What follows belongs to an exercise in optimizing a design on an open flow for small area, a short achievable clock period and few clock cycles; a production flow would make more cautious choices.
Function was checked by simulation only, so behaviour that the tests miss may differ from the original.

==> build 92: inputs <==
Design quantoniumos_unified_core, start of the top module:
module quantoniumos_unified_core #(
  parameter int unsigned RFT_SIZE       = 64,
  parameter int unsigned SIS_N          = 512,
  parameter int unsigned FEISTEL_ROUNDS = 48
) (
  input  logic         clk,
  input  logic         reset,
  input  logic         start,
  input  logic [2:0]   mode,
  input  logic [255:0] master_key,
  input  logic [127:0] data_in,
  output logic [255:0] data_out,
  output logic         done,
  output logic [31:0]  rft_energy,
  output logic [15:0]  sis_collision_resistance,
  output logic [5:0]   feistel_round_count,
  output logic [31:0]  pipeline_throughput
);
  localparam logic [8:0] LAT_RFT = 9'd9;
  localparam logic [8:0] LAT_SIS = 9'd66;
  localparam logic [8:0] LAT_FST = 9'd24;
  localparam logic [8:0] LAT_PIP = 9'd100;
  localparam logic [142:0] W_INIT = 143'h50337a2ca3afd3ac3bf1f77bb0d3b62c4e1;
  logic         busy, fin;
  logic [8:0]   n;
  logic [2:0]   r_mode;
  logic         tr_c, hash_c, ciph_c, foldld, outld, clr;
  logic [5:0]   hc;
  logic [4:0]   rc;
  logic         e_first, e_v;
  logic [15:0]  e_sq, e_sq2;
  logic [255:0] r_k;
  logic [127:0] r_d;
  logic [142:0]  r_w;
  logic [19:0]  r_e;
  logic [8:0]   r_pc;
  logic         pcv;
  wire accept = !busy && start;
  wire [8:0] n_inc = n + 9'd1;
  wire hash_nx = !reset && (accept ? (mode == 3'd1) : (hash_c ? (hc != 6'd63) : (ciph_c && rc == 5'd23 && r_mode == 3'd3)));
  function automatic logic [8:0] lat_of(input logic [2:0] m);
    case (m)
      3'd0:    lat_of = LAT_RFT;
      3'd1:    lat_of = LAT_SIS;
      3'd2:    lat_of = LAT_FST;
      3'd3:    lat_of = LAT_PIP;
  ...
export LEC_CHECK = 0
export ABC_CLOCK_PERIOD_IN_PS = 4000
export CAP_MARGIN = 20
export CORE_MARGIN = 2
export CORE_UTILIZATION = 45
export SETUP_SLACK_MARGIN = 5
export SLEW_MARGIN = 20
export SYNTH_HIERARCHICAL = 1
create_clock -name core_clock -period 11.5 [get_ports {clk}]
run.sh (not shown) runs the stock make flow with config.mk's settings and CLKGATE_MAP_FILE= SYNTH_SCRIPT=/design/flow/synth_recipe.tcl, a recipe that flattens the netlist after the stock synthesis.
==> build 6: changes against build 92 <==
--- a/flow/design.v
+++ b/flow/design.v
@@ -103,20 +103,20 @@
   wire [63:0] c_r1  = c_l ^ {c_t0[50:0], c_t0[63:51]} ^ c_r;
   wire [63:0] c_t1  = c_r1 + (r_k[127:64] ^ {58'd0, rc, 1'b1});
   wire [63:0] c_r2  = c_r ^ {c_t1[50:0], c_t1[63:51]} ^ c_r1;
   always_ff @(posedge clk) begin
     if (!busy) r_k <= master_key;
     else       r_k <= {r_k[127:0], r_k[255:128]};
   end
   always_ff @(posedge clk) begin
-    if (!busy)       r_d <= data_in;
+    if (ciph_c)      r_d <= {c_r1, c_r2};    
+    else if (!busy)  r_d <= data_in;
     else if (tr_c)   r_d <= {r_d[7:0], r_d[127:8]};
     else if (foldld) r_d <= data_out[255:128];
-    else if (ciph_c) r_d <= {c_r1, c_r2};
   end
   always_ff @(posedge clk) begin
     e_sq    <= r_d[7:0] * r_d[7:0];
     e_sq2   <= r_d[71:64] * r_d[71:64];
     e_first <= tr_c && (n[2:0] == 3'd0);
     e_v     <= tr_c;
     if (e_v) r_e <= (e_first ? 20'd0 : r_e) + {4'd0, e_sq} + {4'd0, e_sq2};
   end
@@ -644,94 +644,114 @@
   assign sw[124] = sv[125] ^ r_w[124];
   assign sw[125] = sv[126] ^ r_w[125];
   assign sw[126] = sv[127] ^ r_w[126];
   assign sw[127] = sv[128] ^ r_w[127];
   assign sw[128] = sv[129] ^ r_w[128];
   assign sw[131:129] = 3'b0;
   wire [127:0] s_bits = r_k[127:0] ^ r_d;
   wire [2:0]  tk = n[2:0];
+  wire [2:0]  tk_nx = busy ? n_inc[2:0] : 3'd0;
+  logic [31:0] tgr;
+  always_ff @(posedge clk) begin
+    tgr[0] <= ^((4'd0 + {1'b0, tk_nx}) & {1'b0, tk_nx});
+    tgr[1] <= ^((4'd1 + {1'b0, tk_nx}) & {1'b0, tk_nx});
+    tgr[2] <= ^((4'd2 + {1'b0, tk_nx}) & {1'b0, tk_nx});
+    tgr[3] <= ^((4'd3 + {1'b0, tk_nx}) & {1'b0, tk_nx});
+    tgr[4] <= ^((4'd4 + {1'b0, tk_nx}) & {1'b0, tk_nx});
+    tgr[5] <= ^((4'd5 + {1'b0, tk_nx}) & {1'b0, tk_nx});
+    tgr[6] <= ^((4'd6 + {1'b0, tk_nx}) & {1'b0, tk_nx});
+    tgr[7] <= ^((4'd7 + {1'b0, tk_nx}) & {1'b0, tk_nx});
+    tgr[8] <= ^((4'd8 + {1'b0, tk_nx}) & {1'b0, tk_nx});
+    tgr[9] <= ^((4'd9 + {1'b0, tk_nx}) & {1'b0, tk_nx});
+    tgr[10] <= ^((4'd10 + {1'b0, tk_nx}) & {1'b0, tk_nx});
+    tgr[11] <= ^((4'd11 + {1'b0, tk_nx}) & {1'b0, tk_nx});
+    tgr[12] <= ^((4'd12 + {1'b0, tk_nx}) & {1'b0, tk_nx});
+    tgr[13] <= ^((4'd13 + {1'b0, tk_nx}) & {1'b0, tk_nx});
+    tgr[14] <= ^((4'd14 + {1'b0, tk_nx}) & {1'b0, tk_nx});
+    tgr[15] <= ^((4'd15 + {1'b0, tk_nx}) & {1'b0, tk_nx});
+    tgr[16] <= ^((4'd0 + {1'b0, tk_nx}) & {1'b1, tk_nx});
+    tgr[17] <= ^((4'd1 + {1'b0, tk_nx}) & {1'b1, tk_nx});
+    tgr[18] <= ^((4'd2 + {1'b0, tk_nx}) & {1'b1, tk_nx});
+    tgr[19] <= ^((4'd3 + {1'b0, tk_nx}) & {1'b1, tk_nx});
+    tgr[20] <= ^((4'd4 + {1'b0, tk_nx}) & {1'b1, tk_nx});
+    tgr[21] <= ^((4'd5 + {1'b0, tk_nx}) & {1'b1, tk_nx});
+    tgr[22] <= ^((4'd6 + {1'b0, tk_nx}) & {1'b1, tk_nx});
+    tgr[23] <= ^((4'd7 + {1'b0, tk_nx}) & {1'b1, tk_nx});
+    tgr[24] <= ^((4'd8 + {1'b0, tk_nx}) & {1'b1, tk_nx});
+    tgr[25] <= ^((4'd9 + {1'b0, tk_nx}) & {1'b1, tk_nx});
+    tgr[26] <= ^((4'd10 + {1'b0, tk_nx}) & {1'b1, tk_nx});
+    tgr[27] <= ^((4'd11 + {1'b0, tk_nx}) & {1'b1, tk_nx});
+    tgr[28] <= ^((4'd12 + {1'b0, tk_nx}) & {1'b1, tk_nx});
+    tgr[29] <= ^((4'd13 + {1'b0, tk_nx}) & {1'b1, tk_nx});
+    tgr[30] <= ^((4'd14 + {1'b0, tk_nx}) & {1'b1, tk_nx});
+    tgr[31] <= ^((4'd15 + {1'b0, tk_nx}) & {1'b1, tk_nx});
+  end
   wire [15:0] wd0 = {sw[1], sw[0], sv[0], su[1], su[0], r_w[10], r_w[9], r_w[8], r_w[7], r_w[6], r_w[5], r_w[4], r_w[3], r_w[2], r_w[1], r_w[0]};
-  wire [3:0] tn0 = 4'd0 + {1'b0, tk};
-  wire tg0 = ^(tn0 & {1'b0, tk});
+  wire tg0 = tgr[0];
   wire [7:0] tb0 = r_d[7:0] ^ {8{tg0}};
   wire [15:0] row0 = ~((wd0 & {16{s_bits[0]}}) | ({{8{tg0}}, tb0} & {16{tr_c}}));
   wire [15:0] wd1 = {sw[2], sw[1], sv[1], su[2], su[1], r_w[11], r_w[10], r_w[9], r_w[8], r_w[7], r_w[6], r_w[5], r_w[4], r_w[3], r_w[2], r_w[1]};
-  wire [3:0] tn1 = 4'd1 + {1'b0, tk};
-  wire tg1 = ^(tn1 & {1'b0, tk});
+  wire tg1 = tgr[1];
   wire [7:0] tb1 = r_d[15:8] ^ {8{tg1}};
   wire [15:0] row1 = ~((wd1 & {16{s_bits[1]}}) | ({{8{tg1}}, tb1} & {16{tr_c}}));
   wire [15:0] wd2 = {sw[3], sw[2], sv[2], su[3], su[2], r_w[12], r_w[11], r_w[10], r_w[9], r_w[8], r_w[7], r_w[6], r_w[5], r_w[4], r_w[3], r_w[2]};
-  wire [3:0] tn2 = 4'd2 + {1'b0, tk};
-  wire tg2 = ^(tn2 & {1'b0, tk});
+  wire tg2 = tgr[2];
   wire [7:0] tb2 = r_d[23:16] ^ {8{tg2}};
   wire [15:0] row2 = ~((wd2 & {16{s_bits[2]}}) | ({{8{tg2}}, tb2} & {16{tr_c}}));
   wire [15:0] wd3 = {sw[4], sw[3], sv[3], su[4], su[3], r_w[13], r_w[12], r_w[11], r_w[10], r_w[9], r_w[8], r_w[7], r_w[6], r_w[5], r_w[4], r_w[3]};
-  wire [3:0] tn3 = 4'd3 + {1'b0, tk};
-  wire tg3 = ^(tn3 & {1'b0, tk});
+  wire tg3 = tgr[3];
   wire [7:0] tb3 = r_d[31:24] ^ {8{tg3}};
   wire [15:0] row3 = ~((wd3 & {16{s_bits[3]}}) | ({{8{tg3}}, tb3} & {16{tr_c}}));
   wire [15:0] wd4 = {sw[5], sw[4], sv[4], su[5], su[4], r_w[14], r_w[13], r_w[12], r_w[11], r_w[10], r_w[9], r_w[8], r_w[7], r_w[6], r_w[5], r_w[4]};
-  wire [3:0] tn4 = 4'd4 + {1'b0, tk};
-  wire tg4 = ^(tn4 & {1'b0, tk});
+  wire tg4 = tgr[4];
   wire [7:0] tb4 = r_d[39:32] ^ {8{tg4}};
   wire [15:0] row4 = ~((wd4 & {16{s_bits[4]}}) | ({{8{tg4}}, tb4} & {16{tr_c}}));
   wire [15:0] wd5 = {sw[6], sw[5], sv[5], su[6], su[5], r_w[15], r_w[14], r_w[13], r_w[12], r_w[11], r_w[10], r_w[9], r_w[8], r_w[7], r_w[6], r_w[5]};
-  wire [3:0] tn5 = 4'd5 + {1'b0, tk};
-  wire tg5 = ^(tn5 & {1'b0, tk});
+  wire tg5 = tgr[5];
   wire [7:0] tb5 = r_d[47:40] ^ {8{tg5}};
   wire [15:0] row5 = ~((wd5 & {16{s_bits[5]}}) | ({{8{tg5}}, tb5} & {16{tr_c}}));
   wire [15:0] wd6 = {sw[7], sw[6], sv[6], su[7], su[6], r_w[16], r_w[15], r_w[14], r_w[13], r_w[12], r_w[11], r_w[10], r_w[9], r_w[8], r_w[7], r_w[6]};
-  wire [3:0] tn6 = 4'd6 + {1'b0, tk};
-  wire tg6 = ^(tn6 & {1'b0, tk});
+  wire tg6 = tgr[6];
   wire [7:0] tb6 = r_d[55:48] ^ {8{tg6}};
   wire [15:0] row6 = ~((wd6 & {16{s_bits[6]}}) | ({{8{tg6}}, tb6} & {16{tr_c}}));
   wire [15:0] wd7 = {sw[8], sw[7], sv[7], su[8], su[7], r_w[17], r_w[16], r_w[15], r_w[14], r_w[13], r_w[12], r_w[11], r_w[10], r_w[9], r_w[8], r_w[7]};
-  wire [3:0] tn7 = 4'd7 + {1'b0, tk};
-  wire tg7 = ^(tn7 & {1'b0, tk});
+  wire tg7 = tgr[7];
   wire [7:0] tb7 = r_d[63:56] ^ {8{tg7}};
   wire [15:0] row7 = ~((wd7 & {16{s_bits[7]}}) | ({{8{tg7}}, tb7} & {16{tr_c}}));
   wire [15:0] wd8 = {sw[9], sw[8], sv[8], su[9], su[8], r_w[18], r_w[17], r_w[16], r_w[15], r_w[14], r_w[13], r_w[12], r_w[11], r_w[10], r_w[9], r_w[8]};
-  wire [3:0] tn8 = 4'd8 + {1'b0, tk};
-  wire tg8 = ^(tn8 & {1'b0, tk});
+  wire tg8 = tgr[8];
   wire [7:0] tb8 = r_d[71:64] ^ {8{tg8}};
   wire [15:0] row8 = ~((wd8 & {16{s_bits[8]}}) | ({{8{tg8}}, tb8} & {16{tr_c}}));
   wire [15:0] wd9 = {sw[10], sw[9], sv[9], su[10], su[9], r_w[19], r_w[18], r_w[17], r_w[16], r_w[15], r_w[14], r_w[13], r_w[12], r_w[11], r_w[10], r_w[9]};
-  wire [3:0] tn9 = 4'd9 + {1'b0, tk};
-  wire tg9 = ^(tn9 & {1'b0, tk});
+  wire tg9 = tgr[9];
   wire [7:0] tb9 = r_d[79:72] ^ {8{tg9}};
   wire [15:0] row9 = ~((wd9 & {16{s_bits[9]}}) | ({{8{tg9}}, tb9} & {16{tr_c}}));
   wire [15:0] wd10 = {sw[11], sw[10], sv[10], su[11], su[10], r_w[20], r_w[19], r_w[18], r_w[17], r_w[16], r_w[15], r_w[14], r_w[13], r_w[12], r_w[11], r_w[10]};
-  wire [3:0] tn10 = 4'd10 + {1'b0, tk};
-  wire tg10 = ^(tn10 & {1'b0, tk});
+  wire tg10 = tgr[10];
   wire [7:0] tb10 = r_d[87:80] ^ {8{tg10}};
   wire [15:0] row10 = ~((wd10 & {16{s_bits[10]}}) | ({{8{tg10}}, tb10} & {16{tr_c}}));
   wire [15:0] wd11 = {sw[12], sw[11], sv[11], su[12], su[11], r_w[21], r_w[20], r_w[19], r_w[18], r_w[17], r_w[16], r_w[15], r_w[14], r_w[13], r_w[12], r_w[11]};
-  wire [3:0] tn11 = 4'd11 + {1'b0, tk};
-  wire tg11 = ^(tn11 & {1'b0, tk});
+  wire tg11 = tgr[11];
   wire [7:0] tb11 = r_d[95:88] ^ {8{tg11}};
   wire [15:0] row11 = ~((wd11 & {16{s_bits[11]}}) | ({{8{tg11}}, tb11} & {16{tr_c}}));
   wire [15:0] wd12 = {sw[13], sw[12], sv[12], su[13], su[12], r_w[22], r_w[21], r_w[20], r_w[19], r_w[18], r_w[17], r_w[16], r_w[15], r_w[14], r_w[13], r_w[12]};
-  wire [3:0] tn12 = 4'd12 + {1'b0, tk};
-  wire tg12 = ^(tn12 & {1'b0, tk});
+  wire tg12 = tgr[12];
   wire [7:0] tb12 = r_d[103:96] ^ {8{tg12}};
   wire [15:0] row12 = ~((wd12 & {16{s_bits[12]}}) | ({{8{tg12}}, tb12} & {16{tr_c}}));
   wire [15:0] wd13 = {sw[14], sw[13], sv[13], su[14], su[13], r_w[23], r_w[22], r_w[21], r_w[20], r_w[19], r_w[18], r_w[17], r_w[16], r_w[15], r_w[14], r_w[13]};
-  wire [3:0] tn13 = 4'd13 + {1'b0, tk};
-  wire tg13 = ^(tn13 & {1'b0, tk});
+  wire tg13 = tgr[13];
   wire [7:0] tb13 = r_d[111:104] ^ {8{tg13}};
   wire [15:0] row13 = ~((wd13 & {16{s_bits[13]}}) | ({{8{tg13}}, tb13} & {16{tr_c}}));
   wire [15:0] wd14 = {sw[15], sw[14], sv[14], su[15], su[14], r_w[24], r_w[23], r_w[22], r_w[21], r_w[20], r_w[19], r_w[18], r_w[17], r_w[16], r_w[15], r_w[14]};
-  wire [3:0] tn14 = 4'd14 + {1'b0, tk};
-  wire tg14 = ^(tn14 & {1'b0, tk});
+  wire tg14 = tgr[14];
   wire [7:0] tb14 = r_d[119:112] ^ {8{tg14}};
   wire [15:0] row14 = ~((wd14 & {16{s_bits[14]}}) | ({{8{tg14}}, tb14} & {16{tr_c}}));
   wire [15:0] wd15 = {sw[16], sw[15], sv[15], su[16], su[15], r_w[25], r_w[24], r_w[23], r_w[22], r_w[21], r_w[20], r_w[19], r_w[18], r_w[17], r_w[16], r_w[15]};
-  wire [3:0] tn15 = 4'd15 + {1'b0, tk};
-  wire tg15 = ^(tn15 & {1'b0, tk});
+  wire tg15 = tgr[15];
   wire [7:0] tb15 = r_d[127:120] ^ {8{tg15}};
   wire [15:0] row15 = ~((wd15 & {16{s_bits[15]}}) | ({{8{tg15}}, tb15} & {16{tr_c}}));
   wire [15:0] wd16 = {sw[17], sw[16], sv[16], su[17], su[16], r_w[26], r_w[25], r_w[24], r_w[23], r_w[22], r_w[21], r_w[20], r_w[19], r_w[18], r_w[17], r_w[16]};
   wire [15:0] row16 = ~(wd16 & {16{s_bits[16]}});
   wire [15:0] wd17 = {sw[18], sw[17], sv[17], su[18], su[17], r_w[27], r_w[26], r_w[25], r_w[24], r_w[23], r_w[22], r_w[21], r_w[20], r_w[19], r_w[18], r_w[17]};
   wire [15:0] row17 = ~(wd17 & {16{s_bits[17]}});
   wire [15:0] wd18 = {sw[19], sw[18], sv[18], su[19], su[18], r_w[28], r_w[27], r_w[26], r_w[25], r_w[24], r_w[23], r_w[22], r_w[21], r_w[20], r_w[19], r_w[18]};
   wire [15:0] row18 = ~(wd18 & {16{s_bits[18]}});
@@ -821,93 +841,77 @@
   wire [15:0] row60 = ~(wd60 & {16{s_bits[60]}});
   wire [15:0] wd61 = {sw[62], sw[61], sv[61], su[62], su[61], r_w[71], r_w[70], r_w[69], r_w[68], r_w[67], r_w[66], r_w[65], r_w[64], r_w[63], r_w[62], r_w[61]};
   wire [15:0] row61 = ~(wd61 & {16{s_bits[61]}});
   wire [15:0] wd62 = {sw[63], sw[62], sv[62], su[63], su[62], r_w[72], r_w[71], r_w[70], r_w[69], r_w[68], r_w[67], r_w[66], r_w[65], r_w[64], r_w[63], r_w[62]};
   wire [15:0] row62 = ~(wd62 & {16{s_bits[62]}});
   wire [15:0] wd63 = {sw[64], sw[63], sv[63], su[64], su[63], r_w[73], r_w[72], r_w[71], r_w[70], r_w[69], r_w[68], r_w[67], r_w[66], r_w[65], r_w[64], r_w[63]};
   wire [15:0] row63 = ~(wd63 & {16{s_bits[63]}});
   wire [15:0] wd64 = {sw[65], sw[64], sv[64], su[65], su[64], r_w[74], r_w[73], r_w[72], r_w[71], r_w[70], r_w[69], r_w[68], r_w[67], r_w[66], r_w[65], r_w[64]};
-  wire [3:0] tn64 = 4'd0 + {1'b0, tk};
-  wire tg64 = ^(tn64 & {1'b1, tk});
+  wire tg64 = tgr[16];
   wire [7:0] tb64 = r_d[7:0] ^ {8{tg64}};
   wire [15:0] row64 = ~((wd64 & {16{s_bits[64]}}) | ({{8{tg64}}, tb64} & {16{tr_c}}));
   wire [15:0] wd65 = {sw[66], sw[65], sv[65], su[66], su[65], r_w[75], r_w[74], r_w[73], r_w[72], r_w[71], r_w[70], r_w[69], r_w[68], r_w[67], r_w[66], r_w[65]};
-  wire [3:0] tn65 = 4'd1 + {1'b0, tk};
-  wire tg65 = ^(tn65 & {1'b1, tk});
+  wire tg65 = tgr[17];
   wire [7:0] tb65 = r_d[15:8] ^ {8{tg65}};
   wire [15:0] row65 = ~((wd65 & {16{s_bits[65]}}) | ({{8{tg65}}, tb65} & {16{tr_c}}));
   wire [15:0] wd66 = {sw[67], sw[66], sv[66], su[67], su[66], r_w[76], r_w[75], r_w[74], r_w[73], r_w[72], r_w[71], r_w[70], r_w[69], r_w[68], r_w[67], r_w[66]};
-  wire [3:0] tn66 = 4'd2 + {1'b0, tk};
-  wire tg66 = ^(tn66 & {1'b1, tk});
+  wire tg66 = tgr[18];
   wire [7:0] tb66 = r_d[23:16] ^ {8{tg66}};
   wire [15:0] row66 = ~((wd66 & {16{s_bits[66]}}) | ({{8{tg66}}, tb66} & {16{tr_c}}));
   wire [15:0] wd67 = {sw[68], sw[67], sv[67], su[68], su[67], r_w[77], r_w[76], r_w[75], r_w[74], r_w[73], r_w[72], r_w[71], r_w[70], r_w[69], r_w[68], r_w[67]};
-  wire [3:0] tn67 = 4'd3 + {1'b0, tk};
-  wire tg67 = ^(tn67 & {1'b1, tk});
+  wire tg67 = tgr[19];
   wire [7:0] tb67 = r_d[31:24] ^ {8{tg67}};
   wire [15:0] row67 = ~((wd67 & {16{s_bits[67]}}) | ({{8{tg67}}, tb67} & {16{tr_c}}));
   wire [15:0] wd68 = {sw[69], sw[68], sv[68], su[69], su[68], r_w[78], r_w[77], r_w[76], r_w[75], r_w[74], r_w[73], r_w[72], r_w[71], r_w[70], r_w[69], r_w[68]};
-  wire [3:0] tn68 = 4'd4 + {1'b0, tk};
-  wire tg68 = ^(tn68 & {1'b1, tk});
+  wire tg68 = tgr[20];
   wire [7:0] tb68 = r_d[39:32] ^ {8{tg68}};
   wire [15:0] row68 = ~((wd68 & {16{s_bits[68]}}) | ({{8{tg68}}, tb68} & {16{tr_c}}));
   wire [15:0] wd69 = {sw[70], sw[69], sv[69], su[70], su[69], r_w[79], r_w[78], r_w[77], r_w[76], r_w[75], r_w[74], r_w[73], r_w[72], r_w[71], r_w[70], r_w[69]};
-  wire [3:0] tn69 = 4'd5 + {1'b0, tk};
-  wire tg69 = ^(tn69 & {1'b1, tk});
+  wire tg69 = tgr[21];
   wire [7:0] tb69 = r_d[47:40] ^ {8{tg69}};
   wire [15:0] row69 = ~((wd69 & {16{s_bits[69]}}) | ({{8{tg69}}, tb69} & {16{tr_c}}));
   wire [15:0] wd70 = {sw[71], sw[70], sv[70], su[71], su[70], r_w[80], r_w[79], r_w[78], r_w[77], r_w[76], r_w[75], r_w[74], r_w[73], r_w[72], r_w[71], r_w[70]};
-  wire [3:0] tn70 = 4'd6 + {1'b0, tk};
-  wire tg70 = ^(tn70 & {1'b1, tk});
+  wire tg70 = tgr[22];
   wire [7:0] tb70 = r_d[55:48] ^ {8{tg70}};
   wire [15:0] row70 = ~((wd70 & {16{s_bits[70]}}) | ({{8{tg70}}, tb70} & {16{tr_c}}));
   wire [15:0] wd71 = {sw[72], sw[71], sv[71], su[72], su[71], r_w[81], r_w[80], r_w[79], r_w[78], r_w[77], r_w[76], r_w[75], r_w[74], r_w[73], r_w[72], r_w[71]};
-  wire [3:0] tn71 = 4'd7 + {1'b0, tk};
-  wire tg71 = ^(tn71 & {1'b1, tk});
+  wire tg71 = tgr[23];
   wire [7:0] tb71 = r_d[63:56] ^ {8{tg71}};
   wire [15:0] row71 = ~((wd71 & {16{s_bits[71]}}) | ({{8{tg71}}, tb71} & {16{tr_c}}));
   wire [15:0] wd72 = {sw[73], sw[72], sv[72], su[73], su[72], r_w[82], r_w[81], r_w[80], r_w[79], r_w[78], r_w[77], r_w[76], r_w[75], r_w[74], r_w[73], r_w[72]};
-  wire [3:0] tn72 = 4'd8 + {1'b0, tk};
-  wire tg72 = ^(tn72 & {1'b1, tk});
+  wire tg72 = tgr[24];
   wire [7:0] tb72 = r_d[71:64] ^ {8{tg72}};
   wire [15:0] row72 = ~((wd72 & {16{s_bits[72]}}) | ({{8{tg72}}, tb72} & {16{tr_c}}));
   wire [15:0] wd73 = {sw[74], sw[73], sv[73], su[74], su[73], r_w[83], r_w[82], r_w[81], r_w[80], r_w[79], r_w[78], r_w[77], r_w[76], r_w[75], r_w[74], r_w[73]};
-  wire [3:0] tn73 = 4'd9 + {1'b0, tk};
-  wire tg73 = ^(tn73 & {1'b1, tk});
+  wire tg73 = tgr[25];
   wire [7:0] tb73 = r_d[79:72] ^ {8{tg73}};
   wire [15:0] row73 = ~((wd73 & {16{s_bits[73]}}) | ({{8{tg73}}, tb73} & {16{tr_c}}));
   wire [15:0] wd74 = {sw[75], sw[74], sv[74], su[75], su[74], r_w[84], r_w[83], r_w[82], r_w[81], r_w[80], r_w[79], r_w[78], r_w[77], r_w[76], r_w[75], r_w[74]};
-  wire [3:0] tn74 = 4'd10 + {1'b0, tk};
-  wire tg74 = ^(tn74 & {1'b1, tk});
+  wire tg74 = tgr[26];
   wire [7:0] tb74 = r_d[87:80] ^ {8{tg74}};
   wire [15:0] row74 = ~((wd74 & {16{s_bits[74]}}) | ({{8{tg74}}, tb74} & {16{tr_c}}));
   wire [15:0] wd75 = {sw[76], sw[75], sv[75], su[76], su[75], r_w[85], r_w[84], r_w[83], r_w[82], r_w[81], r_w[80], r_w[79], r_w[78], r_w[77], r_w[76], r_w[75]};
-  wire [3:0] tn75 = 4'd11 + {1'b0, tk};
-  wire tg75 = ^(tn75 & {1'b1, tk});
+  wire tg75 = tgr[27];
   wire [7:0] tb75 = r_d[95:88] ^ {8{tg75}};
   wire [15:0] row75 = ~((wd75 & {16{s_bits[75]}}) | ({{8{tg75}}, tb75} & {16{tr_c}}));
   wire [15:0] wd76 = {sw[77], sw[76], sv[76], su[77], su[76], r_w[86], r_w[85], r_w[84], r_w[83], r_w[82], r_w[81], r_w[80], r_w[79], r_w[78], r_w[77], r_w[76]};
-  wire [3:0] tn76 = 4'd12 + {1'b0, tk};
-  wire tg76 = ^(tn76 & {1'b1, tk});
+  wire tg76 = tgr[28];
   wire [7:0] tb76 = r_d[103:96] ^ {8{tg76}};
   wire [15:0] row76 = ~((wd76 & {16{s_bits[76]}}) | ({{8{tg76}}, tb76} & {16{tr_c}}));
   wire [15:0] wd77 = {sw[78], sw[77], sv[77], su[78], su[77], r_w[87], r_w[86], r_w[85], r_w[84], r_w[83], r_w[82], r_w[81], r_w[80], r_w[79], r_w[78], r_w[77]};
-  wire [3:0] tn77 = 4'd13 + {1'b0, tk};
-  wire tg77 = ^(tn77 & {1'b1, tk});
+  wire tg77 = tgr[29];
   wire [7:0] tb77 = r_d[111:104] ^ {8{tg77}};
   wire [15:0] row77 = ~((wd77 & {16{s_bits[77]}}) | ({{8{tg77}}, tb77} & {16{tr_c}}));
   wire [15:0] wd78 = {sw[79], sw[78], sv[78], su[79], su[78], r_w[88], r_w[87], r_w[86], r_w[85], r_w[84], r_w[83], r_w[82], r_w[81], r_w[80], r_w[79], r_w[78]};
-  wire [3:0] tn78 = 4'd14 + {1'b0, tk};
-  wire tg78 = ^(tn78 & {1'b1, tk});
+  wire tg78 = tgr[30];
   wire [7:0] tb78 = r_d[119:112] ^ {8{tg78}};
   wire [15:0] row78 = ~((wd78 & {16{s_bits[78]}}) | ({{8{tg78}}, tb78} & {16{tr_c}}));
   wire [15:0] wd79 = {sw[80], sw[79], sv[79], su[80], su[79], r_w[89], r_w[88], r_w[87], r_w[86], r_w[85], r_w[84], r_w[83], r_w[82], r_w[81], r_w[80], r_w[79]};
-  wire [3:0] tn79 = 4'd15 + {1'b0, tk};
-  wire tg79 = ^(tn79 & {1'b1, tk});
+  wire tg79 = tgr[31];
   wire [7:0] tb79 = r_d[127:120] ^ {8{tg79}};
   wire [15:0] row79 = ~((wd79 & {16{s_bits[79]}}) | ({{8{tg79}}, tb79} & {16{tr_c}}));
   wire [15:0] wd80 = {sw[81], sw[80], sv[80], su[81], su[80], r_w[90], r_w[89], r_w[88], r_w[87], r_w[86], r_w[85], r_w[84], r_w[83], r_w[82], r_w[81], r_w[80]};
   wire [15:0] row80 = ~(wd80 & {16{s_bits[80]}});
   wire [15:0] wd81 = {sw[82], sw[81], sv[81], su[82], su[81], r_w[91], r_w[90], r_w[89], r_w[88], r_w[87], r_w[86], r_w[85], r_w[84], r_w[83], r_w[82], r_w[81]};
   wire [15:0] row81 = ~(wd81 & {16{s_bits[81]}});
   wire [15:0] wd82 = {sw[83], sw[82], sv[82], su[83], su[82], r_w[92], r_w[91], r_w[90], r_w[89], r_w[88], r_w[87], r_w[86], r_w[85], r_w[84], r_w[83], r_w[82]};
   wire [15:0] row82 = ~(wd82 & {16{s_bits[82]}});
==> flow/flow/run.sh (new file) <==
#!/bin/bash
set -uo pipefail
export BUFFER_PORTS_ARGS="-buffer_cell sky130_fd_sc_hd__buf_1"
bash standard.sh > flow_make.log 2>&1
==> flow/standard.sh (new file) <==
#!/bin/bash
# synth_recipe.tcl (not shown) runs the flow's synth.tcl, then flattens the netlist and writes it again
# the make line also repeats each setting of config.mk as NAME=value (left out here)
make -C /OpenROAD-flow-scripts/flow DESIGN_CONFIG=/design/flow/config.mk WORK_HOME=/design/flow/orfs CLKGATE_MAP_FILE= SYNTH_SCRIPT=/design/flow/synth_recipe.tcl "${@:-finish}"
removed: flow/run.sh
==> impl_metrics.xml <==
<?xml version="1.0" encoding="UTF-8"?>
<metrics>
  <group name="status">
    <metric name="result_of_the_run" unit="">timing/DRC/antenna clean</metric>
  </group>
  <group name="grt">
    <metric name="grtUsageMet2" unit="">0.692</metric>
    <metric name="grtUsageTotal" unit="">0.479</metric>
  </group>
  <group name="timing">
    <metric name="finalCritPeriodShare" unit="">0.626</metric>
    <metric name="final.min_clock_period" unit="ns">7.20</metric>
  </group>
  <group name="drt">
    <metric name="route.final.wire_length" unit="mm">644</metric>
    <metric name="met3WireLength" unit="mm">80.9</metric>
  </group>
  <group name="layout">
    <metric name="finish.utilization" unit="">0.521</metric>
    <metric name="stdcell_count" unit="">15779</metric>
    <metric name="multi_input_comb_area" unit="mm^2">0.0921</metric>
  </group>
  <group name="floorplanning">
    <metric name="die_w" unit="um">516</metric>
  </group>
</metrics>
Source of the figures above: build 6

==> impl_metrics.xml <==
<?xml version="1.0" encoding="UTF-8"?>
<metrics>
  <group name="grt">
    <metric name="grtUsageMet2" unit="">0.692</metric>
    <metric name="grtUsageTotal" unit="">0.470</metric>
  </group>
  <group name="status">
    <metric name="result_of_the_run" unit="">timing/DRC/antenna clean</metric>
  </group>
  <group name="layout">
    <metric name="multi_input_comb_area" unit="mm^2">0.0916</metric>
  </group>
  <group name="drt">
    <metric name="met3WireLength" unit="mm">71.6</metric>
    <metric name="route.final.wire_length" unit="mm">632</metric>
  </group>
  <group name="timing">
    <metric name="final.min_clock_period" unit="ns">6.93</metric>
    <metric name="finalCritPeriodShare" unit="">0.603</metric>
  </group>
  <group name="floorplanning">
    <metric name="die_w" unit="um">514</metric>
  </group>
</metrics>
Source of the figures above: build 92

Testbench counts of build 92, summed over its fixed seeds: cycles 4,880.
Testbench counts of build 6, summed over its fixed seeds: cycles 4,880.

-- re-timing with driven ports --
The flow's constraints put no driver on any port. The routed layouts listed below were extracted and timed again, unchanged, in two steps. Step 1 assumes that a clkbuf_16 drives the clock port and a buf_2 every other input. Step 2 adds t to the input delays and takes it off the output delays; t is the mean of the earliest and latest rising clock arrival at the registers after step 1. Input paths then give back, and output paths get back, about the clock's delay inside the block. a / b / c = no drivers / after step 1 / after step 2; a / b = the first two.
| run | t (ns) | setup slack, ns | worst setup path at the end | worst register clock-pin slew, ns | worst data-port slew with drivers (ns) |
|---|---|---|---|---|---|
| build 92 | 0.966 | 4.570 / 4.570 / 4.570 | register to register | 0.08 / 0.08 | 0.17 |
| build 6 | 0.958 | 4.304 / 4.304 / 4.304 | register to register | 0.07 / 0.07 | 0.19 |
After both steps setup and hold are still met in every run listed.
